Background: an optimization exercise with open tools, aiming at small area, a short achievable clock period and few clock cycles per item. Do not read the settings as production practice.
Only simulation tests tie the RTL to the original design; equivalence was not proved.

`flow/flow/run.sh`:
```
#!/bin/bash
# Own flow: the standard layout, with the standard synthesis changed only in the ABC
# script that maps the combinational logic (an area-oriented &nf mapping instead of
# ORFS's abc_speed/abc_area scripts). Registers are mapped before ABC runs, so they
# come out as in the standard synthesis.
set -euo pipefail
W=$PWD
sed 's#log_cmd abc {\*}$abc_args#log_cmd abc -script '"$W"'/flow/abc_nf.script {*}[lrange $abc_args 2 end]#' \
    "$FLOW_HOME/scripts/synth.tcl" > "$W/flow_synth.tcl"
grep -q "flow/abc_nf.script" "$W/flow_synth.tcl"
sed 's#$::env(SCRIPTS_DIR)/synth.tcl#'"$W"'/flow_synth.tcl#' "$W/synth_recipe.tcl" > "$W/flow_synth_recipe.tcl"
grep -q "flow_synth.tcl" "$W/flow_synth_recipe.tcl"
bash "$W/standard.sh" SYNTH_SCRIPT="$W/flow_synth_recipe.tcl" finish > "$W/flow_make.log" 2>&1
```
`flow/flow/abc_nf.script`:
```
strash
&get -n
&st
&dch
&nf -R 1000
&put
topo
stime -c
```
`flow/standard.sh`:
```
#!/bin/bash
# synth_recipe.tcl (not shown) runs the flow's synth.tcl, then flattens the netlist and writes it again
# the make line also repeats each setting of config.mk as NAME=value (left out here)
make -C /OpenROAD-flow-scripts/flow DESIGN_CONFIG=/design/flow/config.mk WORK_HOME=/design/flow/orfs CLKGATE_MAP_FILE= SYNTH_SCRIPT=/design/flow/synth_recipe.tcl "${@:-finish}"
```
`flow/config.mk`:
```
export PLATFORM = sky130hd
export DESIGN_NAME = aes_ctr_top
export DESIGN_NICKNAME = aes_ctr_top
export VERILOG_FILES = /design/flow/design.v
export SDC_FILE = /design/flow/constraint.sdc
export NUM_CORES = 4
export LEC_CHECK = 0
export ABC_AREA = 1
export CAP_MARGIN = 20
export CORE_MARGIN = 2
export CORE_UTILIZATION = 45
export PLACE_DENSITY = 0.6
export SLEW_MARGIN = 20
```
`flow/constraint.sdc`:
```
create_clock -name core_clock -period 7.0 [get_ports {clock}]
set_input_delay 1.4000 -clock core_clock [delete_from_list [all_inputs] [get_ports {clock}]]
set_output_delay 1.4000 -clock core_clock [all_outputs]
set_load 0.01 [all_outputs]
```
`flow/design.v`:
```
`default_nettype none
package aes_pkg;
    typedef logic [7:0] byte_t;
    typedef logic [32-1:0] word_t;
    typedef logic [128-1:0] block_t;
    typedef logic [256-1:0] key_t;
    typedef logic [64-1:0] half_t;
    typedef logic [3:0] round_t;
    function automatic byte_t xtime(input byte_t value);
        xtime = {value[6:0], 1'b0} ^ (value[7] ? 8'h1b : 8'h00);
    endfunction
endpackage
`default_nettype wire
`timescale 1ns/1ps
`default_nettype none
module aes_ctr_control (
    input  logic            clock,
    input  logic            reset,
    input  logic            start,
    input  logic            init,
    input  logic            key_valid,
    output logic            ready,
    output logic            valid,
    output logic            busy,
    output logic            counter_load,
    output logic            counter_step,
    output logic            block_load,
    output logic            final_round,
    output logic            odd_step,
    output aes_pkg::byte_t  rcon
);
    localparam logic [3:0] last_round = 4'(14);
    logic            run;
    logic            done;
    logic            last;
    aes_pkg::round_t round_count;
    logic            accept;
    assign accept = ready && start && key_valid;
    always_ff @(posedge clock or posedge reset) begin
        if (reset) begin
            run         <= 1'b0;
            done        <= 1'b0;
            last        <= 1'b0;
            round_count <= '0;
        end else begin
            run         <= accept || (run && !last);
            done        <= run && last;
            last        <= run && (round_count == last_round - 4'd1);
            round_count <= ready ? 4'd1 : round_count + 4'd1;
        end
    end
    assign ready = !(run || done);
    assign valid = done;
    assign busy  = run;
    assign block_load   = ready;
    assign counter_load = ready && init;
    assign counter_step = done;
    assign final_round  = last;
    assign odd_step = !round_count[0];
    always_comb begin
        rcon = '0;
        rcon[round_count[3:1]] = 1'b1;
    end
endmodule
`default_nettype wire
`timescale 1ns/1ps
`default_nettype none
module aes_key_schedule (
    input  logic            clock,
    input  logic            key_load,
    input  logic            odd_step,
    input  aes_pkg::byte_t  rcon,
    input  aes_pkg::key_t   aes_key,
    output aes_pkg::block_t round_key
);
    localparam int word_bits = 32;
    localparam int key_msb = 256 - 1;
    aes_pkg::key_t  window;
    aes_pkg::word_t last_word;
    aes_pkg::word_t sub_in;
    aes_pkg::word_t sub_word;
    aes_pkg::word_t mix_word;
    aes_pkg::word_t prefix [4];
    aes_pkg::word_t new_words [4];
    assign round_key = window[128-1:0];
    assign last_word = window[word_bits-1:0];
    assign sub_in = odd_step ? last_word
                  : {last_word[word_bits-9:0], last_word[word_bits-1 -: 8]};
    for (genvar b = 0; b < 4; b++) begin : g_sub
        aes_sbox sbox0 (.a(sub_in[8 * b +: 8]), .y(sub_word[8 * b +: 8]));
    end
    assign mix_word = sub_word ^ {(odd_step ? 8'h00 : rcon), {(word_bits - 8){1'b0}}};
    always_comb begin
        prefix[0] = window[key_msb -: word_bits];
        for (int j = 1; j < 4; j++) begin
            prefix[j] = prefix[j - 1] ^ window[key_msb - j * word_bits -: word_bits];
        end
        for (int j = 0; j < 4; j++) begin
            new_words[j] = prefix[j] ^ mix_word;
        end
    end
    always_ff @(posedge clock) begin
        if (key_load) begin
            window <= aes_key;
        end else begin
            window <= {window[128-1:0],
                       new_words[0], new_words[1], new_words[2], new_words[3]};
        end
    end
endmodule
`default_nettype wire
`timescale 1ns/1ps
`default_nettype none
module aes_round_datapath (
    input  logic            clock,
    input  logic            block_load,
    input  logic            final_round,
    input  aes_pkg::block_t block_in,
    input  aes_pkg::block_t round_key,
    input  aes_pkg::block_t data_in,
    input  aes_pkg::block_t first_key,
    output aes_pkg::block_t data_out
);
    localparam int msb = 128 - 1;
    aes_pkg::block_t cipher_state;
    aes_pkg::block_t shifted;
    aes_pkg::block_t add_key;
    aes_pkg::block_t round_out;
    for (genvar c = 0; c < 4; c++) begin : g_col
        for (genvar r = 0; r < 4; r++) begin : g_row
            aes_sbox sbox0 (
                .a(cipher_state[msb - 8 * (4 * ((c + r) % 4) + r) -: 8]),
                .y(shifted[msb - 8 * (4 * c + r) -: 8])
            );
        end
    end
    assign add_key = round_key ^ (data_in & {128{final_round}});
    always_comb begin
        aes_pkg::byte_t col [4];
        aes_pkg::byte_t sum;
        aes_pkg::byte_t mix;
        for (int c = 0; c < 4; c++) begin
            for (int r = 0; r < 4; r++) begin
                col[r] = shifted[msb - 8 * (4 * c + r) -: 8];
            end
            sum = col[0] ^ col[1] ^ col[2] ^ col[3];
            for (int r = 0; r < 4; r++) begin
                mix = sum ^ aes_pkg::xtime(col[r] ^ col[(r + 1) % 4]);
                round_out[msb - 8 * (4 * c + r) -: 8] =
                    col[r] ^ add_key[msb - 8 * (4 * c + r) -: 8]
                    ^ (mix & {8{!final_round}});
            end
        end
    end
    always_ff @(posedge clock) begin
        if (block_load) begin
            cipher_state <= block_in ^ first_key;
        end else begin
            cipher_state <= round_out;
        end
    end
    assign data_out = cipher_state;
endmodule
module aes_sbox (
    input  aes_pkg::byte_t a,
    output aes_pkg::byte_t y
);
    logic u0, u1, u2, u3, u4, u5, u6, u7;
    logic s0, s1, s2, s3, s4, s5, s6, s7;
    logic t1, t2, t3, t4, t5, t6, t7, t8, t9, t10, t11, t12, t13, t14, t15, t16, t17, t18, t19,
          t20, t21, t22, t23, t24, t25, t26, t27, m1, m2, m3, m4, m5, m6, m7, m8, m9, m10, m11,
          m12, m13, m14, m15, m16, m17, m18, m19, m20, m21, m22, m23, m24, m25, m26, m27, m28,
          m29, m30, m31, m32, m33, m34, m35, m36, m37, m38, m39, m40, m41, m42, m43, m44, m45,
          m46, m47, m48, m49, m50, m51, m52, m53, m54, m55, m56, m57, m58, m59, m60, m61, m62,
          m63, l0, l1, l2, l3, l4, l5, l6, l7, l8, l9, l10, l11, l12, l13, l14, l15, l16, l17,
          l18, l19, l20, l21, l22, l23, l24, l25, l26, l27, l28, l29;
    assign {u0, u1, u2, u3, u4, u5, u6, u7} = a;
    assign t1 = u0 ^ u3;
    assign t2 = u0 ^ u5;
    assign t3 = u0 ^ u6;
    assign t4 = u3 ^ u5;
    assign t5 = u4 ^ u6;
    assign t6 = t1 ^ t5;
    assign t7 = u1 ^ u2;
    assign t8 = u7 ^ t6;
    assign t9 = u7 ^ t7;
    assign t10 = t6 ^ t7;
    assign t11 = u1 ^ u5;
    assign t12 = u2 ^ u5;
    assign t13 = t3 ^ t4;
    assign t14 = t6 ^ t11;
    assign t15 = t5 ^ t11;
    assign t16 = t5 ^ t12;
    assign t17 = t9 ^ t16;
    assign t18 = u3 ^ u7;
    assign t19 = t7 ^ t18;
    assign t20 = t1 ^ t19;
    assign t21 = u6 ^ u7;
    assign t22 = t7 ^ t21;
    assign t23 = t2 ^ t22;
    assign t24 = t2 ^ t10;
    assign t25 = t20 ^ t17;
    assign t26 = t3 ^ t16;
    assign t27 = t1 ^ t12;
    assign m1 = t13 & t6;
    assign m2 = t23 & t8;
    assign m3 = t14 ^ m1;
    assign m4 = t19 & u7;
    assign m5 = m4 ^ m1;
    assign m6 = t3 & t16;
    assign m7 = t22 & t9;
    assign m8 = t26 ^ m6;
    assign m9 = t20 & t17;
    assign m10 = m9 ^ m6;
    assign m11 = t1 & t15;
    assign m12 = t4 & t27;
    assign m13 = m12 ^ m11;
    assign m14 = t2 & t10;
    assign m15 = m14 ^ m11;
    assign m16 = m3 ^ m2;
    assign m17 = m5 ^ t24;
    assign m18 = m8 ^ m7;
    assign m19 = m10 ^ m15;
    assign m20 = m16 ^ m13;
    assign m21 = m17 ^ m15;
    assign m22 = m18 ^ m13;
    assign m23 = m19 ^ t25;
    assign m24 = m22 ^ m23;
    assign m25 = m22 & m20;
    assign m26 = m21 ^ m25;
    assign m27 = m20 ^ m21;
    assign m28 = m23 ^ m25;
    assign m29 = m28 & m27;
    assign m30 = m26 & m24;
    assign m31 = m20 & m23;
    assign m32 = m27 & m31;
    assign m33 = m27 ^ m25;
    assign m34 = m21 & m22;
    assign m35 = m24 & m34;
    assign m36 = m24 ^ m25;
    assign m37 = m21 ^ m29;
    assign m38 = m32 ^ m33;
    assign m39 = m23 ^ m30;
    assign m40 = m35 ^ m36;
    assign m41 = m38 ^ m40;
    assign m42 = m37 ^ m39;
    assign m43 = m37 ^ m38;
    assign m44 = m39 ^ m40;
    assign m45 = m42 ^ m41;
    assign m46 = m44 & t6;
    assign m47 = m40 & t8;
    assign m48 = m39 & u7;
    assign m49 = m43 & t16;
    assign m50 = m38 & t9;
    assign m51 = m37 & t17;
    assign m52 = m42 & t15;
    assign m53 = m45 & t27;
    assign m54 = m41 & t10;
    assign m55 = m44 & t13;
    assign m56 = m40 & t23;
    assign m57 = m39 & t19;
    assign m58 = m43 & t3;
    assign m59 = m38 & t22;
    assign m60 = m37 & t20;
    assign m61 = m42 & t1;
    assign m62 = m45 & t4;
    assign m63 = m41 & t2;
    assign l0 = m61 ^ m62;
    assign l1 = m50 ^ m56;
    assign l2 = m46 ^ m48;
    assign l3 = m47 ^ m55;
    assign l4 = m54 ^ m58;
    assign l5 = m49 ^ m61;
    assign l6 = m62 ^ l5;
    assign l7 = m46 ^ l3;
    assign l8 = m51 ^ m59;
    assign l9 = m52 ^ m53;
    assign l10 = m53 ^ l4;
    assign l11 = m60 ^ l2;
    assign l12 = m48 ^ m51;
    assign l13 = m50 ^ l0;
    assign l14 = m52 ^ m61;
    assign l15 = m55 ^ l1;
    assign l16 = m56 ^ l0;
    assign l17 = m57 ^ l1;
    assign l18 = m58 ^ l8;
    assign l19 = m63 ^ l4;
    assign l20 = l0 ^ l1;
    assign l21 = l1 ^ l7;
    assign l22 = l3 ^ l12;
    assign l23 = l18 ^ l2;
    assign l24 = l15 ^ l9;
    assign l25 = l6 ^ l10;
    assign l26 = l7 ^ l9;
    assign l27 = l8 ^ l10;
    assign l28 = l11 ^ l14;
    assign l29 = l11 ^ l17;
    assign s0 = l6 ^ l24;
    assign s1 = ~(l16 ^ l26);
    assign s2 = ~(l19 ^ l28);
    assign s3 = l6 ^ l21;
    assign s4 = l20 ^ l22;
    assign s5 = l25 ^ l29;
    assign s6 = ~(l13 ^ l27);
    assign s7 = ~(l6 ^ l23);
    assign y = {s0, s1, s2, s3, s4, s5, s6, s7};
endmodule
`default_nettype wire
`timescale 1ns/1ps
`default_nettype none
module ctr_counter (
    input  logic            clock,
    input  logic            reset,
    input  logic            counter_load,
    input  logic            counter_step,
    input  aes_pkg::half_t  nonce,
    input  aes_pkg::half_t  counter_init,
    output aes_pkg::block_t counter_block,
    output aes_pkg::block_t block_in
);
    aes_pkg::block_t count;
    assign block_in = counter_load ? {nonce, counter_init} : count;
    assign counter_block = count;
    always_ff @(posedge clock or posedge reset) begin
        if (reset) begin
            count <= '0;
        end else if (counter_load) begin
            count <= {nonce, counter_init};
        end else if (counter_step) begin
            count <= count + 128'd1;
        end
    end
endmodule
`default_nettype wire
`timescale 1ns/1ps
`default_nettype none
module aes_ctr_top (
    input  logic            clock,
    input  logic            reset,
    input  logic            start,
    input  logic            init,
    input  logic            key_valid,
    input  aes_pkg::key_t   aes_key,
    input  aes_pkg::half_t  nonce,
    input  aes_pkg::half_t  counter_init,
    input  aes_pkg::block_t data_in,
    output logic            ready,
    output logic            valid,
    output logic            busy,
    output aes_pkg::block_t data_out
);
    logic            counter_load;
    logic            counter_step;
    logic            block_load;
    logic            final_round;
    logic            odd_step;
    aes_pkg::byte_t  rcon;
    aes_pkg::block_t counter_block;
    aes_pkg::block_t block_in;
    aes_pkg::block_t round_key;
    aes_pkg::block_t first_key;
    assign first_key = aes_key[256-1 -: 128];
    aes_ctr_control control0 (
        .clock        (clock),
        .reset        (reset),
        .start        (start),
        .init         (init),
        .key_valid    (key_valid),
        .ready        (ready),
        .valid        (valid),
        .busy         (busy),
        .counter_load (counter_load),
        .counter_step (counter_step),
        .block_load   (block_load),
        .final_round  (final_round),
        .odd_step     (odd_step),
        .rcon         (rcon)
    );
    ctr_counter counter0 (
        .clock         (clock),
        .reset         (reset),
        .counter_load  (counter_load),
        .counter_step  (counter_step),
        .nonce         (nonce),
        .counter_init  (counter_init),
        .counter_block (counter_block),
        .block_in      (block_in)
    );
    aes_key_schedule key_schedule0 (
        .clock     (clock),
        .key_load  (block_load),
        .odd_step  (odd_step),
        .rcon      (rcon),
        .aes_key   (aes_key),
        .round_key (round_key)
    );
    aes_round_datapath datapath0 (
        .clock        (clock),
        .block_load   (block_load),
        .final_round  (final_round),
        .block_in     (block_in),
        .round_key    (round_key),
        .data_in      (data_in),
        .first_key    (first_key),
        .data_out     (data_out)
    );
endmodule
`default_nettype wire
```
==> run_results.csv, run 1 <==
group,metric,value,unit
detailed_routing,drt_iter0_drc,4324,
clock_tree,cts_tree,"built",
grt,grt_use_met2,0.586,
sta,drv_slew,0,
grt,track_usage,0.374,
clock_tree,root_buffer,"clkbuf_16",
detailed_routing,vias_per_cell,5.42,
critical_path,cp.required,7.57,ns
grt,grt_pass1_vias,46600,
clock_tree,cts.sinks,519,
synth,synth_compound_area_frac,0.0981,
status,status,"finished clean",
finish,nets,8033,
critical_path,worst_path_max_delay_cell,"or4_4",
die,die_area,111000,um^2
clock_tree,clk_transition_reported_paths,0.06,ns
synth,synth_top_family_by_area,"XOR/XNOR gates",
finish,fin_cells,8931,
critical_path,start_kind,"register",
grt,grt_max_degree,155,
detailed_routing,drc,0,
synth,synth.avg_cell_area,7.71,um^2
critical_path,critical_path.top_delay_family,"simple AND/OR/NAND/NOR gates",
critical_path,crit_arrival,7.36,ns
synth,synth.distinct_cells,51,
job,max_cap_viol_count,0,
sta,finalSetupViolations,0,
placed_design,port-buffer-count,647,
sta,worstMarginPinSlew,1.05,ns
synth,synth_edf_count,0,
detailed_routing,firstDrtPassIters,6,
synth,synth_fa_ha_area_frac,0.0120,
synth,synthCells,6338,
detailed_routing,wirelength,215000,um
detailed_routing,ant_nets,0,
detailed_routing,via_count,48400,
grt,busiest_layer,"met2",
die,die_h,334,um
die,ios,648,
die,die_w,334,um
synth,yosysWarnings,7,
placed_design,hpwl,175000,um
synth,synth_area,48900,um^2
critical_path,reg2reg_slack,0.22,ns
die,initial_core_util,0.455,
grt,grt_use_met3,0.0530,
clock_tree,htree_levels,3,
critical_path,ff2ff_path_depth,32,
finish,final_cell_mix,"xnor2_1 (1702), nand2_1 (1084), xor2_1 (763), nor2_1 (741), clkdlybuf4s50_1 (646)",
critical_path,regToRegStartpoint,"counter0.count[0]$_DFFE_PP0P_",
sta,fin_ws,0.218,ns
critical_path,cp-end-kind,"register",
grt,met1_usage,0.491,
synth,synth_flop_cell,"dfxtp_1",
detailed_routing,routedWlPerCell,24.1,um
critical_path,slowest_delay,0.59,ns
sta,hold_viol,0,
clock_tree,insertion_delay,0.65,ns
finish,layout_commonest_cell,"xnor2_1",
critical_path,crit_buf_inv,5,
grt,grt_pass1_wl,309000,um
critical_path,cp_max_fo,3,
placed_design,pre_cts_ws,-0.341,ns
sta,skew,0.0223,ns
synth,ys_seq_area_frac,0.226,
clock_tree,cts.path.max_buffers,3,
clock_tree,cts_buffers,68,
sta,maxSlewHeadroom,0.295,
sta,fin_crit_sh,0.969,
critical_path,endpoint,"counter0.count[125]$_DFFE_PP0P_",
finish,area_growth,29.5,%
synth,yosys.area_share.xor_xnor,0.449,
sta,finalCriticalPeriod,6.78,ns
grt,grt-ovfl-total,0,
die,core_region_area,107000,um^2
synth,synth.mux.area_fraction,0.0138,
hold_path,hp-class,"reg -> reg",
grt,antenna_found_initial,15,
placed_design,dp.cells,8800,
finish,num-fill-cells,10100,
critical_path,cp_common_cell,"and3_1",
placed_design,gp_congestion,0.996,
die,rows,120,
synth,yosys.area_share.simple,0.197,
critical_path,startpoint,"counter0.count[0]$_DFFE_PP0P_",
sta,fmax,147,MHz
synth,ys_seq_elements,519,
synth,syn-num-nets,6902,
finish,drive_gt1_frac,0.0804,
critical_path,cp_num_cells,32,
critical_path,r2r_end,"counter0.count[125]$_DFFE_PP0P_",
critical_path,crit_type,"reg -> reg",
synth,async_reset_ff_frac,0.260,
[layer usage]
metal / part of all wire / up-vias / wire length, um
met4: 0.065 / 8 / 14100
met1: 0.42 / 22900 / 90500
met5: 0.00026 / - / 55
met2: 0.44 / 1999 / 94300
li1: - / 23100 / -
met3: 0.074 / 395 / 16000
[tightest hold or removal path, delay by kind of cell (launching register included)]
kind	cells	cell delay, ns
AND/OR/NAND/NOR	2	0.09
flip-flops	1	0.32
[cells by family after synthesis]
kind of cell / Yosys count
XOR/XNOR: 2500
AND/OR/NAND/NOR: 2297
AO/OA/AOI/OAI: 854
flip-flops: 519
multiplexers: 67
buffers and inverters: 54
adder cells (fa/ha/maj): 47
[cells in the mapped netlist (all sizes together), types with 13 or more instances]
library cell  instances  share of area
nand4                65         0.0083
a211oi               22         0.0034
o22ai                36         0.0046
nand2b               61         0.0078
nand2              1088          0.084
nor2                749          0.058
mux2i                65          0.013
clkinv               54         0.0041
nor2b                44         0.0056
xnor2              1729           0.31
nand3                60         0.0061
and2                 13         0.0017
nor3                 87         0.0089
o211ai               15         0.0023
o21ai               241          0.025
dfxtp               384           0.16
xor2                769           0.14
a21oi               413          0.042
ha                   47          0.012
o21a                 21         0.0032
dfrtp               135          0.069
or3                  19         0.0024
and3                 67         0.0086
a31oi                33         0.0042
[state kept, by name, indices dropped and copies added (netlist names)]
| signal | count |
|---|---|
| control0.last | 1 |
| key_schedule0.window | 256 |
| datapath0.cipher_state | 128 |
| control0.run | 1 |
| counter0.count | 128 |
| control0.round_count | 4 |
| control0.done | 1 |
[final cells by class]
class,count,area (um^2),area share
inverter,54,215,0.00340
clock buffer,92,1950,0.0307
timing repair buffer,1061,9730,0.154
clock inverter,32,483,0.00763
sequential,519,11100,0.175
antenna,5,12.5,0.000198
tap,1403,1760,0.0277
multi-input combinational,5765,38100,0.602
[per-stage QoR]
step                      instance area [um^2]   util  hold WS [ns]  setup TNS [ns]
final                                    63300  0.589         0.449               0
after global placement                   60400  0.562         0.439          -0.496
after floorplan                          48900      -         0.434        -2278.80
after CTS                                62900  0.586         0.447               0
after global routing                     63300  0.589         0.459          -0.146
after detailed placement                 60400  0.562         0.444           -1.55
[repair_timing]
action / 4_1_cts / 5_1_grt
setup buffers: 0 / 2
hold buffers: 0 / 0
pin swaps: 1 / 6
gates resized for setup: 11 / 67
setup endpoints to repair: 10 / 115
[how the worst min path moves through the flow]
stage	from	to	slack, ns	depth (start not counted)
3_5_place_dp	key_schedule0.window[59]$_DFF_P_	key_schedule0.window[187]$_DFF_P_	0.44	2
2_1_floorplan	key_schedule0.window[32]$_DFF_P_	key_schedule0.window[160]$_DFF_P_	0.43	2
3_3_place_gp	key_schedule0.window[117]$_DFF_P_	key_schedule0.window[245]$_DFF_P_	0.44	2
4_1_cts	key_schedule0.window[117]$_DFF_P_	key_schedule0.window[245]$_DFF_P_	0.45	2
5_1_grt	key_schedule0.window[59]$_DFF_P_	key_schedule0.window[187]$_DFF_P_	0.46	2
6_report	key_schedule0.window[37]$_DFF_P_	key_schedule0.window[165]$_DFF_P_	0.45	2
Testbench counts, summed over its fixed seeds: cycles 6,136, items 384.
==> inputs of run 2 (changes only) <==
==> flow/run.sh (new file) <==
#!/bin/bash
# synth_recipe.tcl (not shown) runs the flow's synth.tcl, then flattens the netlist and writes it again
# the make line also repeats each setting of config.mk as NAME=value (left out here)
make -C /OpenROAD-flow-scripts/flow DESIGN_CONFIG=/design/flow/config.mk WORK_HOME=/design/flow/orfs CLKGATE_MAP_FILE= SYNTH_SCRIPT=/design/flow/synth_recipe.tcl finish
removed: flow/flow/run.sh
removed: flow/flow/abc_nf.script
removed: flow/standard.sh
==> run_results.csv, run 2 <==
group,metric,value,unit
synth,yosysTopAreaCell,"nand2_1",
clock_tree,cts_buffers,71,
die,die_h,399,um
critical_path,cp-end-kind,"register",
synth,ys_seq_area_frac,0.158,
finish,drive_gt1_frac,0.0257,
clock_tree,cts.path.max_buffers,3,
clock_tree,clk_transition_reported_paths,0.06,ns
critical_path,crit_arrival,7.16,ns
sta,fmax,150,MHz
die,die_w,399,um
sta,rsz0062_at_grt,"no",
placed_design,gp_congestion,1.09,
synth,synth_edf_count,0,
synth,synth.most_common_cell,"nand2_1",
grt,grt_max_degree,169,
clock_tree,insertion_delay,0.74,ns
detailed_routing,wirelength,367000,um
critical_path,cp_max_fo,7,
synth,async_reset_ff_frac,0.260,
critical_path,crit_type,"reg -> reg",
synth,synth.distinct_cells,57,
job,max_cap_viol_count,0,
critical_path,start_kind,"register",
die,ios,648,
synth,synth_flop_cell,"dfxtp_1",
die,die_area,159000,um^2
grt,track_usage,0.440,
detailed_routing,drt_iter0_drc,11400,
finish,largestRegisters,"key_schedule0.window (256), counter0.count (128), datapath0.cipher_state (128)",
critical_path,slowest_delay,0.88,ns
hold_path,hold_path_depth,2,
grt,antenna_found_initial,63,
finish,fin_util,0.527,
die,rows,144,
synth,synthCells,13100,
hold_path,min-delay-start,"key_schedule0.window[83]$_DFF_P_",
sta,maxSlewHeadroom,0.110,
finish,nets,14200,
synth,synth_top_area_share,0.331,
synth,ys_seq_elements,519,
finish,largest_register_ffs,256,
placed_design,postPlaceCellArea,78500,um^2
clock_tree,root_buffer,"clkbuf_16",
sta,worstMarginPinSlew,1.32,ns
sta,drv_slew,0,
die,core_region_area,154000,um^2
sta,skew,0.0602,ns
finish,layout_commonest_cell,"nand2_1",
critical_path,cp_common_cell,"nand2_1",
critical_path,worst_path_max_delay_cell,"o21ai_0",
detailed_routing,firstDrtPassIters,9,
synth,synth_area,70100,um^2
synth,synth.avg_cell_area,5.35,um^2
placed_design,pre_cts_ws,0.276,ns
grt,grt_pass1_wl,516000,um
synth,syn-num-nets,13700,
critical_path,cp.required,7.48,ns
finish,final_cell_mix,"nand2_1 (6173), nand3_1 (1885), inv_1 (1326), xor2_1 (752), clkdlybuf4s50_1 (647)",
placed_design,hpwl,309000,um
sta,fin_ws,0.320,ns
finish,area_growth,16.0,%
detailed_routing,routedWlPerCell,23.3,um
hold_path,hp-class,"reg -> reg",
finish,finish.instance_area,81300,um^2
synth,synth_common_cells,"nand2_1 (6174), nand3_1 (1885), inv_1 (1330)",
critical_path,regToRegStartpoint,"datapath0.cipher_state[11]$_DFF_P_",
status,status,"finished clean",
synth,synthTopCellsByArea,"nand2_1 (33%), nand3_1 (13%), dfxtp_1 (11%)",
die,initial_core_util,0.454,
grt,grt-ovfl-total,0,
clock_tree,cts.sinks,519,
hold_path,hold_end,"key_schedule0.window[211]$_DFF_P_",
sta,finalCriticalPeriod,6.68,ns
detailed_routing,drc,0,
sta,fin_crit_sh,0.954,
sta,hold_viol,0,
sta,tns,0,ns
detailed_routing,ant_nets,0,
critical_path,reg2reg_slack,0.32,ns
critical_path,r2r_end,"datapath0.cipher_state[79]$_DFF_P_",
detailed_routing,via_count,90600,
synth,yosysWarnings,7,
finish,top_register,"key_schedule0.window",
clock_tree,htree_levels,3,
clock_tree,cts_tree,"built",
placed_design,port-buffer-count,647,
detailed_routing,vias_per_cell,5.75,
sta,finalSetupViolations,0,
grt,grt_pass1_vias,79800,
critical_path,ff2ff_path_depth,31,
## run 2: cell count changes after synthesis, moves of 137 or more
cell	delta
nand2_1	+5086
nand3_1	+1825
xnor2_1	-1397
inv_1	+1330
a21oi_1	-323
nor2_1	-268
nand4_1	+173
clkbuf_1	+168
nand3b_1	+137
## run 2: critical path: cells and delay by family (launching register included)
family	cells	cell delay [ns]
compound gates	1	0.88
xor+xnor	2	0.90
fa+ha+maj	1	0.34
buf+inv	1	0.15
flops	1	0.79
simple gates	26	3.40
## run 2: worst max-delay path by stage
stage / startpoint / endpoint / cells after the start / slack, ns
finish: datapath0.cipher_state[11]$_DFF_P_ / datapath0.cipher_state[79]$_DFF_P_ / 31 / 0.32
detailed placement: datapath0.cipher_state[23]$_DFF_P_ / datapath0.cipher_state[52]$_DFF_P_ / 29 / 0.28
global placement: datapath0.cipher_state[23]$_DFF_P_ / datapath0.cipher_state[39]$_DFF_P_ / 29 / 0.16
CTS: datapath0.cipher_state[23]$_DFF_P_ / datapath0.cipher_state[52]$_DFF_P_ / 29 / 0.32
floorplan: reset / control0.done$_DFF_PP0_ / 1 / 1.99
global route: datapath0.cipher_state[65]$_DFF_P_ / datapath0.cipher_state[55]$_DFF_P_ / 35 / 0.06
## run 2: cells by family (layout without fill, tap and decap cells)
logic type / after synthesis / after routing / synth area share
simple gates: 9138 / 9138 / 0.546
flops: 519 / 519 / 0.158
compound gates: 642 / 642 / 0.0536
buf+inv: 1639 / 2206 / 0.0904
xor+xnor: 1119 / 1119 / 0.144
other cells: 0 / 38 / 0
fa+ha+maj: 47 / 47 / 0.00839
## run 2: what timing repair did
item	CTS	global route
resized for setup	0	3
hold buffers	0	0
endpoints found under the setup margin	0	2
buffers inserted	0	0
## run 2: area by class of cell
cell class / count / area, um^2
well taps: 2044 / 2560
multi-input cells: 10900 / 52700
clock inverters: 40 / 632
diodes: 38 / 95.1
fillers: 16200 / 73100
clock buffers: 92 / 1990
repair buffers: 720 / 7120
flip-flops and latches: 519 / 11100
inverters: 1354 / 5110
## run 2: through the flow
stage,cells,hold WS (ns)
final,15800,0.461
after CTS,15700,0.462
after detailed placement,15600,0.453
after global placement,15600,0.449
after floorplan,13100,0.438
after global routing,15700,0.487
## run 2: routing by layer
metal | up-vias | wire, um | GRT usage
li1 | 42700 | - | -
met2 | 5333 | 148000 | 0.644
met1 | 41600 | 143000 | 0.567
met5 | - | 315 | 0
met3 | 929 | 47100 | 0.122
met4 | 44 | 27900 | 0.280
==> inputs of run 3 (changes only) <==
--- a/flow/design.v
+++ b/flow/design.v
@@ -54,7 +54,7 @@
     assign busy  = run;
     assign block_load   = ready;
     assign counter_load = ready && init;
-    assign counter_step = done;
+    assign counter_step = accept;
     assign final_round  = last;
     assign odd_step = !round_count[0];
     always_comb begin
@@ -79,7 +79,8 @@
     aes_pkg::word_t last_word;
     aes_pkg::word_t sub_in;
     aes_pkg::word_t sub_word;
-    aes_pkg::word_t mix_word;
+    aes_pkg::word_t rcon_word;
+    aes_pkg::word_t base [4];
     aes_pkg::word_t prefix [4];
     aes_pkg::word_t new_words [4];
     assign round_key = window[128-1:0];
@@ -89,23 +90,22 @@
     for (genvar b = 0; b < 4; b++) begin : g_sub
         aes_sbox sbox0 (.a(sub_in[8 * b +: 8]), .y(sub_word[8 * b +: 8]));
     end
-    assign mix_word = sub_word ^ {(odd_step ? 8'h00 : rcon), {(word_bits - 8){1'b0}}};
+    assign rcon_word = {(odd_step ? 8'h00 : rcon), {(word_bits - 8){1'b0}}};
     always_comb begin
-        prefix[0] = window[key_msb -: word_bits];
+        prefix[0] = window[key_msb -: word_bits] ^ rcon_word;
         for (int j = 1; j < 4; j++) begin
             prefix[j] = prefix[j - 1] ^ window[key_msb - j * word_bits -: word_bits];
         end
         for (int j = 0; j < 4; j++) begin
-            new_words[j] = prefix[j] ^ mix_word;
+            base[j] = key_load ? aes_key[128 - 1 - j * word_bits -: word_bits]
+                               : prefix[j];
+            new_words[j] = base[j] ^ (sub_word & {word_bits{!key_load}});
         end
     end
     always_ff @(posedge clock) begin
-        if (key_load) begin
-            window <= aes_key;
-        end else begin
-            window <= {window[128-1:0],
-                       new_words[0], new_words[1], new_words[2], new_words[3]};
-        end
+        window[128-1:0] <= {new_words[0], new_words[1], new_words[2], new_words[3]};
+        window[key_msb -: 128] <= key_load ? aes_key[key_msb -: 128]
+                                                       : window[128-1:0];
     end
 endmodule
 `default_nettype wire
@@ -134,7 +134,8 @@
             );
         end
     end
-    assign add_key = round_key ^ (data_in & {128{final_round}});
+    assign add_key = block_load ? (block_in ^ first_key)
+                   : (round_key ^ (data_in & {128{final_round}}));
     always_comb begin
         aes_pkg::byte_t col [4];
         aes_pkg::byte_t sum;
@@ -147,17 +148,13 @@
             for (int r = 0; r < 4; r++) begin
                 mix = sum ^ aes_pkg::xtime(col[r] ^ col[(r + 1) % 4]);
                 round_out[msb - 8 * (4 * c + r) -: 8] =
-                    col[r] ^ add_key[msb - 8 * (4 * c + r) -: 8]
-                    ^ (mix & {8{!final_round}});
+                    (col[r] & {8{!block_load}}) ^ add_key[msb - 8 * (4 * c + r) -: 8]
+                    ^ (mix & {8{!(final_round || block_load)}});
             end
         end
     end
     always_ff @(posedge clock) begin
-        if (block_load) begin
-            cipher_state <= block_in ^ first_key;
-        end else begin
-            cipher_state <= round_out;
-        end
+        cipher_state <= round_out;
     end
     assign data_out = cipher_state;
 endmodule
@@ -318,16 +315,25 @@
     output aes_pkg::block_t counter_block,
     output aes_pkg::block_t block_in
 );
-    aes_pkg::block_t count;
+    localparam int chunk_bits = 16;
+    localparam int chunks = 128 / chunk_bits;
+    aes_pkg::block_t    count;
+    logic [chunks-1:0]  carry;
     assign block_in = counter_load ? {nonce, counter_init} : count;
     assign counter_block = count;
     always_ff @(posedge clock or posedge reset) begin
         if (reset) begin
             count <= '0;
-        end else if (counter_load) begin
-            count <= {nonce, counter_init};
-        end else if (counter_step) begin
-            count <= count + 128'd1;
+            carry <= '0;
+        end else begin
+            for (int k = 0; k < chunks; k++) begin
+                count[k * chunk_bits +: chunk_bits] <=
+                    block_in[k * chunk_bits +: chunk_bits] + chunk_bits'(carry[k]);
+            end
+            carry[0] <= counter_step;
+            for (int k = 1; k < chunks; k++) begin
+                carry[k] <= carry[k - 1] && (&count[(k - 1) * chunk_bits +: chunk_bits]);
+            end
         end
     end
 endmodule
==> flow/flow/run.sh (new file) <==
#!/bin/bash
# Own flow: the standard layout, with the standard synthesis changed only in the ABC
# script that maps the combinational logic (a &nf mapping instead of
# ORFS's abc_speed/abc_area scripts). Registers are mapped before ABC runs, so they
# come out as in the standard synthesis.
set -euo pipefail
W=$PWD
sed 's#log_cmd abc {\*}$abc_args#log_cmd abc -script '"$W"'/flow/abc_nf.script {*}[lrange $abc_args 2 end]#' \
    "$FLOW_HOME/scripts/synth.tcl" > "$W/flow_synth.tcl"
grep -q "flow/abc_nf.script" "$W/flow_synth.tcl"
sed 's#$::env(SCRIPTS_DIR)/synth.tcl#'"$W"'/flow_synth.tcl#' "$W/synth_recipe.tcl" > "$W/flow_synth_recipe.tcl"
grep -q "flow_synth.tcl" "$W/flow_synth_recipe.tcl"
bash "$W/standard.sh" SYNTH_SCRIPT="$W/flow_synth_recipe.tcl" finish > "$W/flow_make.log" 2>&1
==> flow/flow/abc_nf.script (new file) <==
strash
&get -n
&st
&dch
&nf
&put
topo
stime -c
==> flow/standard.sh (new file) <==
#!/bin/bash
# synth_recipe.tcl (not shown) runs the flow's synth.tcl, then flattens the netlist and writes it again
# the make line also repeats each setting of config.mk as NAME=value (left out here)
make -C /OpenROAD-flow-scripts/flow DESIGN_CONFIG=/design/flow/config.mk WORK_HOME=/design/flow/orfs CLKGATE_MAP_FILE= SYNTH_SCRIPT=/design/flow/synth_recipe.tcl "${@:-finish}"
removed: flow/run.sh
==> run_results.csv, run 3 <==
group,metric,value,unit
status,status,"finished clean",
critical_path,regToRegStartpoint,"control0.round_count[0]$_DFF_PP0_",
hold_path,min-delay-start,"key_schedule0.window[81]$_DFF_P_",
finish,area_growth,25.7,%
finish,finish.instance_area,61300,um^2
detailed_routing,routedWlPerCell,23.5,um
critical_path,cp_max_fo,17,
clock_tree,htree_levels,3,
synth,synthTopCellsByArea,"xnor2_1 (29%), dfxtp_1 (16%), xor2_1 (13%)",
die,initial_core_util,0.455,
synth,yosys.area_share.xor_xnor,0.464,
critical_path,reg2reg_slack,0.48,ns
grt,met1_usage,0.451,
critical_path,cp.required,7.50,ns
grt,antenna_found_initial,14,
sta,fin_crit_sh,0.931,
synth,synth_top_family_by_area,"XOR/XNOR gates",
hold_path,hold_end,"key_schedule0.window[209]$_DFF_P_",
clock_tree,insertion_delay,0.65,ns
finish,drive_gt1_frac,0.0552,
sta,drv_slew,0,
clock_tree,cts.sinks,527,
synth,synth.mux.area_fraction,0.0386,
grt,grt_pass1_wl,276000,um
finish,layout_commonest_cell,"xnor2_1",
placed_design,hpwl,159000,um
synth,synth_common_cells,"xnor2_1 (1606), nor2_1 (793), xor2_1 (710)",
synth,synth.most_common_cell,"xnor2_1",
grt,grt_pass1_vias,41900,
detailed_routing,firstDrtPassIters,6,
detailed_routing,drt_iter0_drc,3545,
sta,rsz0062_at_grt,"no",
die,die_h,333,um
detailed_routing,wirelength,191000,um
clock_tree,cts.path.max_buffers,3,
placed_design,postPlaceCellArea,58700,um^2
die,die_w,333,um
sta,skew,0.0193,ns
synth,synthCells,5819,
synth,syn-num-nets,6398,
grt,grt_use_met3,0.0378,
clock_tree,clk_transition_reported_paths,0.06,ns
sta,worstMarginPinSlew,1.25,ns
sta,finalCriticalPeriod,6.52,ns
finish,nets,7260,
grt,grt_use_met2,0.543,
sta,maxSlewHeadroom,0.161,
finish,final_cell_mix,"xnor2_1 (1602), nor2_1 (789), xor2_1 (710), clkdlybuf4s50_1 (647), nand2_1 (631)",
critical_path,startpoint,"control0.round_count[0]$_DFF_PP0_",
grt,grt-ovfl-total,0,
die,core_region_area,107000,um^2
die,die_area,111000,um^2
sta,timing.hold.ws,0.454,ns
critical_path,r2r_end,"key_schedule0.window[121]$_DFF_P_",
synth,synth_edf_count,0,
synth,yosysWarnings,8,
sta,hold_viol,0,
finish,largest_register_ffs,256,
finish,num-fill-cells,10100,
detailed_routing,via_count,43300,
critical_path,cp-end-kind,"register",
synth,async_reset_ff_frac,0.271,
finish,largestRegisters,"key_schedule0.window (256), counter0.count (128), datapath0.cipher_state (128)",
synth,synth_fa_ha_area_frac,0.0159,
synth,ys_seq_area_frac,0.231,
grt,grt_max_degree,186,
critical_path,crit_type,"reg -> reg",
job,max_cap_viol_count,0,
placed_design,gp_congestion,0.977,
sta,fmax,153,MHz
detailed_routing,vias_per_cell,5.31,
synth,yosysTopAreaCell,"xnor2_1",
synth,ys_seq_elements,527,
die,ios,648,
synth,synth.avg_cell_area,8.37,um^2
hold_path,hold_path_depth,2,
synth,synth_top_area_share,0.289,
critical_path,crit_arrival,7.02,ns
critical_path,start_kind,"register",
hold_path,hp-class,"reg -> reg",
grt,track_usage,0.334,
clock_tree,root_buffer,"clkbuf_16",
sta,finalSetupViolations,0,
die,rows,120,
synth,synth.distinct_cells,54,
synth,synth_compound_area_frac,0.0999,
clock_tree,cts_tree,"built",
detailed_routing,drc,0,
synth,synth_flop_cell,"dfxtp_1",
clock_tree,cts_buffers,70,
critical_path,ff2ff_path_depth,19,
synth,synth_area,48700,um^2
grt,busiest_layer,"met2",
synth,yosys.area_share.simple,0.147,
placed_design,port-buffer-count,647,
detailed_routing,ant_nets,0,
finish,top_register,"key_schedule0.window",
## run 3: cell types whose count changed in the layout (fill, tap and decap cells not counted), sizes merged, moves of 170 or more
| cell | delta |
|---|---|
| a21oi | +221 |
| inv | -1351 |
| mux2i | +170 |
| nand2 | -5554 |
| nand3 | -1860 |
| nand4 | -224 |
| nor2 | +301 |
| xnor2 | +1257 |
## run 3: logic make-up (layout without fill, tap and decap cells)
| group | Yosys count | count (layout) |
|---|---|---|
| flip-flops | 527 | 527 |
| adder cells (fa/ha/maj) | 62 | 62 |
| AO/OA/AOI/OAI | 855 | 855 |
| other | 0 | 11 |
| buffers and inverters | 43 | 961 |
| AND/OR/NAND/NOR | 1727 | 1727 |
| multiplexers | 186 | 186 |
| XOR/XNOR | 2419 | 2419 |
## run 3: layout make-up
type                    instances  area [um^2]  area share
multi-input cells            5249        37900       0.619
flip-flops and latches        527        11300       0.184
repair buffers                790         7640       0.125
clock buffers                  94         1990      0.0325
well taps                    1403         1760      0.0287
clock inverters                34          497     0.00811
inverters                      43          174     0.00284
diodes                         11         27.5    0.000449
## run 3: worst max-delay path by stage
| stage | end | slack, ns | cells past startpoint |
|---|---|---|---|
| 3_3_place_gp | datapath0.cipher_state[50]$_DFF_P_ | 0.42 | 17 |
| 4_1_cts | datapath0.cipher_state[50]$_DFF_P_ | 0.39 | 17 |
| 5_1_grt | datapath0.cipher_state[87]$_DFF_P_ | 0.03 | 17 |
| 6_report | key_schedule0.window[121]$_DFF_P_ | 0.48 | 19 |
| 3_5_place_dp | datapath0.cipher_state[103]$_DFF_P_ | 0.43 | 20 |
| 2_1_floorplan | counter0.count[46]$_DFF_PP0_ | -8.98 | 12 |
## run 3: metal layers
metal / share of wire / wire length [um] / vias to the layer above
met4: 0.043 / 8260 / 4
met2: 0.46 / 87800 / 1331
li1: - / - / 21100
met5: 0.00012 / 23 / -
met1: 0.45 / 85600 / 20600
met3: 0.050 / 9650 / 274
## run 3: timing repair
action | CTS | global route
endpoints found under the hold margin | 0 | 0
setup endpoints to repair | 0 | 7
buffers inserted | 0 | 0
hold buffers | 0 | 0
gates resized for setup | 0 | 4
## run 3: worst max-delay path: stages, from the launching register on
cell	delay (ns)
dfrtp_2	0.55
buf_4	0.35
mux2i_1	0.51
xnor2_1	0.27
xor2_1	0.51
xnor2_1	0.22
ha_1	0.32
xor3_1	0.44
xor2_1	0.18
nor2_1	0.22
nor3_1	0.07
a221oi_1	0.50
xnor2_1	0.28
xor2_1	0.20
nor2b_1	0.26
xor2_1	0.37
xor2_1	0.24
o21ai_0	0.10
a21oi_1	0.63
xnor2_1	0.17
## run 3: per-stage QoR
step           cells  utilization  TNS (ns)  worst slack [ns]
2_1_floorplan   5819            -  -3091.19             -8.98
3_3_place_gp    8012        0.548         0             0.417
3_5_place_dp    8012        0.548         0             0.427
4_1_cts         8140        0.571         0             0.394
5_1_grt         8151        0.571         0            0.0276
6_report        8151        0.571         0             0.483
Testbench counts of run 3, summed over its fixed seeds: cycles 6,136, items 384.
==> inputs of run 4 (changes only) <==
==> flow/flow/run.sh (replaced) <==
#!/bin/bash
# Own flow: the standard layout (standard.sh) with two changes:
#  - synthesis is the standard one except for the ABC script that maps the combinational
#    logic (flow/abc_nf.script, a &nf mapping, instead of ORFS's abc_speed/abc_area).
#    Registers are mapped before ABC runs, so they come out as in the standard synthesis;
#  - every input and output port still gets its own buffer, but a sky130_fd_sc_hd__buf_1
#    rather than the delay buffer buffer_ports picks by default.
# Each tool's log stays in orfs/logs/ under this folder; make's own output goes to flow_make.log.
set -euo pipefail
W=$PWD
sed 's#log_cmd abc {\*}$abc_args#log_cmd abc -script '"$W"'/flow/abc_nf.script {*}[lrange $abc_args 2 end]#' \
    "$FLOW_HOME/scripts/synth.tcl" > "$W/flow_synth.tcl"
grep -q "flow/abc_nf.script" "$W/flow_synth.tcl"
sed 's#$::env(SCRIPTS_DIR)/synth.tcl#'"$W"'/flow_synth.tcl#' "$W/synth_recipe.tcl" > "$W/flow_synth_recipe.tcl"
grep -q "flow_synth.tcl" "$W/flow_synth_recipe.tcl"
bash "$W/standard.sh" SYNTH_SCRIPT="$W/flow_synth_recipe.tcl" \
    "BUFFER_PORTS_ARGS=-buffer_cell sky130_fd_sc_hd__buf_1" finish > "$W/flow_make.log" 2>&1
--- a/flow/config.mk
+++ b/flow/config.mk
@@ -5,9 +5,9 @@
 export SDC_FILE = /design/flow/constraint.sdc
 export NUM_CORES = 4
 export LEC_CHECK = 0
-export ABC_AREA = 1
 export CAP_MARGIN = 20
 export CORE_MARGIN = 2
 export CORE_UTILIZATION = 45
+export CTS_BUF_LIST = sky130_fd_sc_hd__clkbuf_4 sky130_fd_sc_hd__clkbuf_8
 export PLACE_DENSITY = 0.6
 export SLEW_MARGIN = 20
==> run_results.csv, run 4 <==
group,metric,value,unit
clock_tree,root_buffer,"clkbuf_8",
finish,nets,7262,
placed_design,hpwl,155000,um
synth,synth_area,48700,um^2
sta,tns,0,ns
detailed_routing,drt_iter0_drc,3894,
synth,synth_flop_cell,"dfxtp_1",
critical_path,start_kind,"register",
grt,grt_pass1_wl,273000,um
hold_path,hp-class,"reg -> reg",
detailed_routing,via_count,43900,
detailed_routing,routedWlPerCell,23.1,um
sta,timing.hold.ws,0.430,ns
synth,synth.avg_cell_area,8.37,um^2
clock_tree,cts_buffers,100,
clock_tree,cts.path.max_buffers,3,
grt,track_usage,0.329,
clock_tree,clk_transition_reported_paths,0.06,ns
critical_path,crit_type,"reg -> reg",
synth,ys_seq_area_frac,0.231,
sta,skew,0.0536,ns
die,initial_core_util,0.455,
sta,rsz0062_at_grt,"no",
sta,fmax,152,MHz
synth,synth_edf_count,0,
hold_path,hold_path_depth,2,
synth,synth_top_area_share,0.289,
placed_design,gp_congestion,1.01,
synth,yosysTopAreaCell,"xnor2_1",
die,die_h,333,um
synth,ys_seq_elements,527,
placed_design,port-buffer-count,647,
critical_path,cp.required,7.61,ns
grt,grt_max_degree,185,
synth,synthTopCellsByArea,"xnor2_1 (29%), dfxtp_1 (16%), xor2_1 (13%)",
sta,finalSetupViolations,0,
detailed_routing,ant_nets,0,
detailed_routing,wl_met1,80300,um
placed_design,postPlaceCellArea,54400,um^2
clock_tree,insertion_delay,0.82,ns
sta,fin_crit_sh,0.939,
detailed_routing,vias_per_cell,5.35,
critical_path,critical_path.top_delay_family,"XOR/XNOR gates",
clock_tree,cts.sinks,527,
finish,area_growth,16.8,%
die,core_region_area,107000,um^2
critical_path,cp_max_fo,6,
finish,finish.instance_area,56900,um^2
clock_tree,htree_levels,3,
finish,largestRegisters,"key_schedule0.window (256), counter0.count (128), datapath0.cipher_state (128)",
finish,layout_commonest_cell,"xnor2_1",
synth,synth.distinct_cells,54,
die,die_area,111000,um^2
die,ios,648,
critical_path,cp_num_cells,18,
detailed_routing,drc,0,
critical_path,cp_common_cell,"xnor2_1",
critical_path,worst_path_max_delay_cell,"xnor2_1",
synth,synthCells,5819,
critical_path,slowest_delay,0.55,ns
grt,antenna_found_initial,19,
detailed_routing,wl_met2,85500,um
synth,synth_common_cells,"xnor2_1 (1606), nor2_1 (793), xor2_1 (710)",
die,rows,120,
detailed_routing,highest_layer,"met5",
synth,yosysWarnings,8,
critical_path,cp-end-kind,"register",
clock_tree,cts_hold_buf,0,
status,status,"finished clean",
sta,hold_viol,0,
critical_path,ff2ff_path_depth,18,
grt,grt-ovfl-total,0,
job,max_cap_viol_count,0,
critical_path,crit_arrival,7.19,ns
clock_tree,cts_setup_buffers,0,
finish,final_cell_mix,"xnor2_1 (1602), nor2_1 (789), xor2_1 (707), buf_1 (647), nand2_1 (631)",
detailed_routing,firstDrtPassIters,6,
finish,largest_register_ffs,256,
critical_path,worstPathCellList,"xnor2_1 -> xnor2_2 -> xnor2_1 -> ha_1 -> xor3_1 -> xor2_1 -> o21ai_0 -> a211oi_1 -> o21ai_0 -> xnor2_1 -> xnor2_1 -> xor2_1 -> xnor2_2 -> xnor2_2 -> xnor2_1 -> xnor2_1 -> nor2_1 -> xnor2_1",
sta,maxSlewHeadroom,0.195,
clock_tree,cts_tree,"built",
sta,worstMarginPinSlew,1.20,ns
sta,drv_slew,0,
synth,synth.most_common_cell,"xnor2_1",
detailed_routing,met3_wirelength,13100,um
finish,top_register,"key_schedule0.window",
sta,finalCriticalPeriod,6.57,ns
grt,grt_pass1_vias,42500,
finish,drive_gt1_frac,0.0616,
clock_tree,post_cts_resized,0,
synth,syn-num-nets,6398,
synth,async_reset_ff_frac,0.271,
die,die_w,333,um
detailed_routing,wirelength,189000,um
critical_path,crit_buf_inv,0,
run 4: cell counts after synthesis:
No cell type changed its count.
run 4: metrics by stage:
step / util / instances / setup slack, ns
after detailed placement: 0.508 / 7984 / 0.292
final: 0.531 / 8194 / 0.425
after global placement: 0.508 / 7984 / 0.276
after floorplan: - / 5819 / -8.98
after global routing: 0.531 / 8189 / 0.00946
after CTS: 0.530 / 8172 / 0.202
run 4: final cells by class:
cell class,instances,area (um^2)
Clock buffer,156,1920
Antenna cell,22,55.1
Sequential cell,527,11300
Tap cell,1403,1760
Multi-Input combinational cell,5249,37900
Timing Repair Buffer,762,3350
Inverter,43,174
Fill cell,10500,50300
Clock inverter,32,447
run 4: metal layers:
| layer | vias to the layer above | GRT usage |
|---|---|---|
| met5 | - | 0 |
| met4 | 4 | 0.165 |
| met3 | 350 | 0.0509 |
| met2 | 1640 | 0.525 |
| met1 | 20800 | 0.432 |
| li1 | 21100 | - |
run 4: worst register-to-register path: stages (launching register included):
cell	delay (ns)
dfxtp_1	0.44
xnor2_1	0.50
xnor2_2	0.21
xnor2_1	0.29
ha_1	0.28
xor3_1	0.45
xor2_1	0.35
o21ai_0	0.18
a211oi_1	0.35
o21ai_0	0.21
xnor2_1	0.55
xnor2_1	0.28
xor2_1	0.26
xnor2_2	0.47
xnor2_2	0.25
xnor2_1	0.53
xnor2_1	0.15
nor2_1	0.41
xnor2_1	0.23
run 4: cells by family (layout without fill, tap and decap cells):
kind of cell	count (synthesis)	in the layout	share of synthesized area
compound gates	855	855	0.0999
xor+xnor	2419	2419	0.464
mux	186	186	0.0386
flops	527	527	0.231
fa+ha+maj	62	62	0.0159
simple gates	1727	1727	0.147
other cells	0	22	0
buf+inv	43	993	0.00331
run 4: final timing paths:
check                                                    from                            endpoint  slack [ns]
max in group asynchronous                               reset             control0.last$_DFF_PP0_        4.91
min in group asynchronous                               reset        counter0.count[30]$_DFF_PP0_        0.67
setup reg to reg           datapath0.cipher_state[49]$_DFF_P_  datapath0.cipher_state[79]$_DFF_P_        0.43
hold / removal               key_schedule0.window[43]$_DFF_P_   key_schedule0.window[171]$_DFF_P_        0.43
hold reg to reg              key_schedule0.window[43]$_DFF_P_   key_schedule0.window[171]$_DFF_P_        0.43
setup / recovery           datapath0.cipher_state[49]$_DFF_P_  datapath0.cipher_state[79]$_DFF_P_        0.43
==> inputs of run 5 (changes only) <==
--- a/flow/config.mk
+++ b/flow/config.mk
@@ -10,4 +10,5 @@
 export CORE_UTILIZATION = 45
 export CTS_BUF_LIST = sky130_fd_sc_hd__clkbuf_4 sky130_fd_sc_hd__clkbuf_8
 export PLACE_DENSITY = 0.6
+export SETUP_SLACK_MARGIN = 1.5
 export SLEW_MARGIN = 20
==> run_results.csv, run 5 <==
group,metric,value,unit
synth,synthTopCellsByArea,"xnor2_1 (29%), dfxtp_1 (16%), xor2_1 (13%)",
finish,layout_commonest_cell,"xnor2_1",
grt,grt_pass1_wl,277000,um
synth,synthCells,5819,
sta,hold_viol,0,
placed_design,port-buffer-count,647,
detailed_routing,via_count,45400,
critical_path,cp_num_cells,20,
critical_path,startpoint,"datapath0.cipher_state[30]$_DFF_P_",
critical_path,regToRegStartpoint,"datapath0.cipher_state[30]$_DFF_P_",
finish,num-fill-cells,9605,
detailed_routing,ant_nets,0,
finish,area_growth,31.5,%
die,rows,120,
synth,ys_seq_area_frac,0.231,
grt,grt_max_degree,185,
critical_path,worst_path_max_delay_cell,"xor2_1",
sta,worstMarginPinSlew,1.25,ns
synth,syn-num-nets,6398,
synth,synth.avg_cell_area,8.37,um^2
sta,skew,0.0548,ns
sta,rsz0062_at_grt,"yes",
critical_path,slowest_delay,0.40,ns
grt,track_usage,0.334,
critical_path,ff2ff_path_depth,20,
sta,maxSlewHeadroom,0.158,
critical_path,critical_path.top_delay_family,"XOR/XNOR gates",
critical_path,crit_buf_inv,1,
synth,yosysTopAreaCell,"xnor2_1",
detailed_routing,routedWlPerCell,23.5,um
synth,synth_top_area_share,0.289,
critical_path,cp_max_fo,6,
finish,largest_register_ffs,256,
die,ios,648,
sta,tns,0,ns
status,status,"finished clean",
placed_design,gp_congestion,1.01,
die,die_area,111000,um^2
clock_tree,htree_levels,3,
placed_design,hpwl,155000,um
clock_tree,insertion_delay,0.82,ns
critical_path,cp.required,7.66,ns
synth,async_reset_ff_frac,0.271,
hold_path,min-delay-start,"key_schedule0.window[43]$_DFF_P_",
critical_path,cp_common_cell,"xnor2_1",
die,die_w,333,um
sta,timing.hold.ws,0.429,ns
hold_path,hold_path_depth,2,
clock_tree,cts_tree,"built",
sta,finalSetupViolations,0,
hold_path,hp-class,"reg -> reg",
sta,fin_crit_sh,0.781,
critical_path,worstPathCellList,"xnor2_2 -> xor2_2 -> xnor2_1 -> ha_1 -> xor2_1 -> xnor2_1 -> xnor2_2 -> a21oi_1 -> xnor2_2 -> buf_4 -> nor2_1 -> xnor2_1 -> xor2_1 -> xnor2_1 -> xor2_1 -> xnor2_1 -> xor2_2 -> xnor2_1 -> nand2_1 -> xnor2_1",
synth,synth_edf_count,0,
placed_design,dp.cells,7984,
finish,nets,7469,
sta,fmax,183,MHz
placed_design,pre_cts_ws,0.292,ns
finish,final_cell_mix,"xnor2_1 (1282), nor2_1 (759), buf_1 (647), nand2_1 (629), xor2_1 (554)",
die,initial_core_util,0.455,
sta,fin_ws,1.54,ns
synth,synth.distinct_cells,54,
detailed_routing,drc,0,
detailed_routing,drt_iter0_drc,3929,
die,core_region_area,107000,um^2
synth,synth_common_cells,"xnor2_1 (1606), nor2_1 (793), xor2_1 (710)",
critical_path,crit_arrival,6.12,ns
clock_tree,cts.sinks,527,
synth,synth_area,48700,um^2
clock_tree,cts_buffers,100,
synth,yosysWarnings,8,
sta,drv_slew,0,
grt,antenna_found_initial,19,
synth,synth_flop_cell,"dfxtp_1",
clock_tree,cts.path.max_buffers,3,
detailed_routing,firstDrtPassIters,7,
grt,grt-ovfl-total,0,
finish,drive_gt1_frac,0.199,
job,max_cap_viol_count,0,
critical_path,start_kind,"register",
synth,synth.most_common_cell,"xnor2_1",
die,die_h,333,um
critical_path,cp-end-kind,"register",
clock_tree,root_buffer,"clkbuf_8",
finish,top_register,"key_schedule0.window",
detailed_routing,wirelength,198000,um
grt,grt_pass1_vias,43100,
clock_tree,clk_transition_reported_paths,0.06,ns
finish,fin_cells,8402,
sta,finalCriticalPeriod,5.46,ns
finish,largestRegisters,"key_schedule0.window (256), counter0.count (128), datapath0.cipher_state (128)",
detailed_routing,vias_per_cell,5.40,
critical_path,crit_type,"reg -> reg",
synth,ys_seq_elements,527,
## run 5: cell types whose count changed in the layout (fill, tap and decap cells not counted), sizes merged
cell,previous run,this run
clkbuf,156,157
buf,762,967
xnor2,1606,1607
diode,22,23
## run 5: final cells by class
class	count	area, um^2	share of cell area
Inverter	43	174	0.00271
Antenna cell	23	57.6	0.000898
Tap cell	1403	1760	0.0274
Timing Repair Buffer	968	4970	0.0777
Clock buffer	156	1920	0.0299
Sequential cell	527	11400	0.178
Multi-Input combinational cell	5250	43300	0.677
Clock inverter	32	447	0.00697
## run 5: final timing paths
kind | to | slack [ns]
worst max-delay path | datapath0.cipher_state[8]$_DFF_P_ | 1.54
worst min-delay path | key_schedule0.window[171]$_DFF_P_ | 0.43
worst max register to register | datapath0.cipher_state[8]$_DFF_P_ | 1.54
worst min register to register | key_schedule0.window[171]$_DFF_P_ | 0.43
max in group asynchronous | control0.round_count[0]$_DFF_PP0_ | 4.88
min in group asynchronous | control0.run$_DFF_PP0_ | 0.66
## run 5: timing repair
| item | CTS | global route |
|---|---|---|
| pin swaps | 28 | 161 |
| cloned | 0 | 2 |
| setup endpoints to repair | 256 | 255 |
| gates resized for setup | 351 | 570 |
| setup buffers | 33 | 172 |
| hold buffers | 0 | 0 |
## run 5: cells by family after synthesis
kind of cell	count (synthesis)	synth area share
compound gates	855	0.0999
simple gates	1727	0.147
mux	186	0.0386
fa+ha+maj	62	0.0159
xor+xnor	2419	0.464
buf+inv	43	0.00331
flops	527	0.231
## run 5: per-layer routing
layer,up-vias,share of wire,global-route usage
met3,429,0.074,0.0577
met1,21900,0.41,0.433
li1,21300,-,-
met4,4,0.058,0.169
met5,-,0.00013,0
met2,1781,0.46,0.536
## run 5: stage by stage
step / utilization / area [um^2]
after floorplan: - / 49300
after global placement: 0.508 / 54400
after detailed placement: 0.508 / 54400
after CTS: 0.552 / 59200
after global routing: 0.597 / 64000
final: 0.598 / 64100
## run 5: worst reg2reg max path, cell delays in order, from the launching register on
cell and delay [ns]:
dfxtp_1 0.36, xnor2_2 0.28, xor2_2 0.34, xnor2_1 0.22, ha_1 0.30, xor2_1 0.18
xnor2_1 0.17, xnor2_2 0.39, a21oi_1 0.19, xnor2_2 0.34, buf_4 0.18, nor2_1 0.04
xnor2_1 0.29, xor2_1 0.21, xnor2_1 0.17, xor2_1 0.40, xnor2_1 0.30, xor2_2 0.37
xnor2_1 0.19, nand2_1 0.18, xnor2_1 0.22

[what the ideal ports hide]
How much do the figures lean on ideal ports? The routed layouts below were timed once more, with nothing changed but the port constraints. Step 1, drivers: a clkbuf_16 drives clock and a buf_2 each remaining input, both assumed. Step 2, shift: input delay + t, output delay - t, t = (earliest + latest rising clock arrival at the registers) / 2. This alone moves slack from input paths to output paths. Slacks: ideal / step 1 / step 2; pairs: ideal / step 1.
| run | t (ns) | slack for setup (ns) | clock arrival spread, ns | pins driven straight from the clock port |
|---|---|---|---|---|
| run 1 | 0.718 | 0.218 / 0.218 / 0.218 | 0.023 / 0.023 | 1 |
| run 2 | 0.798 | 0.320 / 0.320 / 0.320 | 0.064 / 0.064 | 1 |
| run 3 | 0.722 | 0.483 / 0.483 / 0.483 | 0.020 / 0.020 | 1 |
| run 4 | 0.852 | 0.425 / 0.425 / 0.425 | 0.062 / 0.062 | 1 |
| run 5 | 0.861 | 1.535 / 1.535 / 1.535 | 0.057 / 0.057 | 1 |
After both steps setup and hold are still met in every run listed.
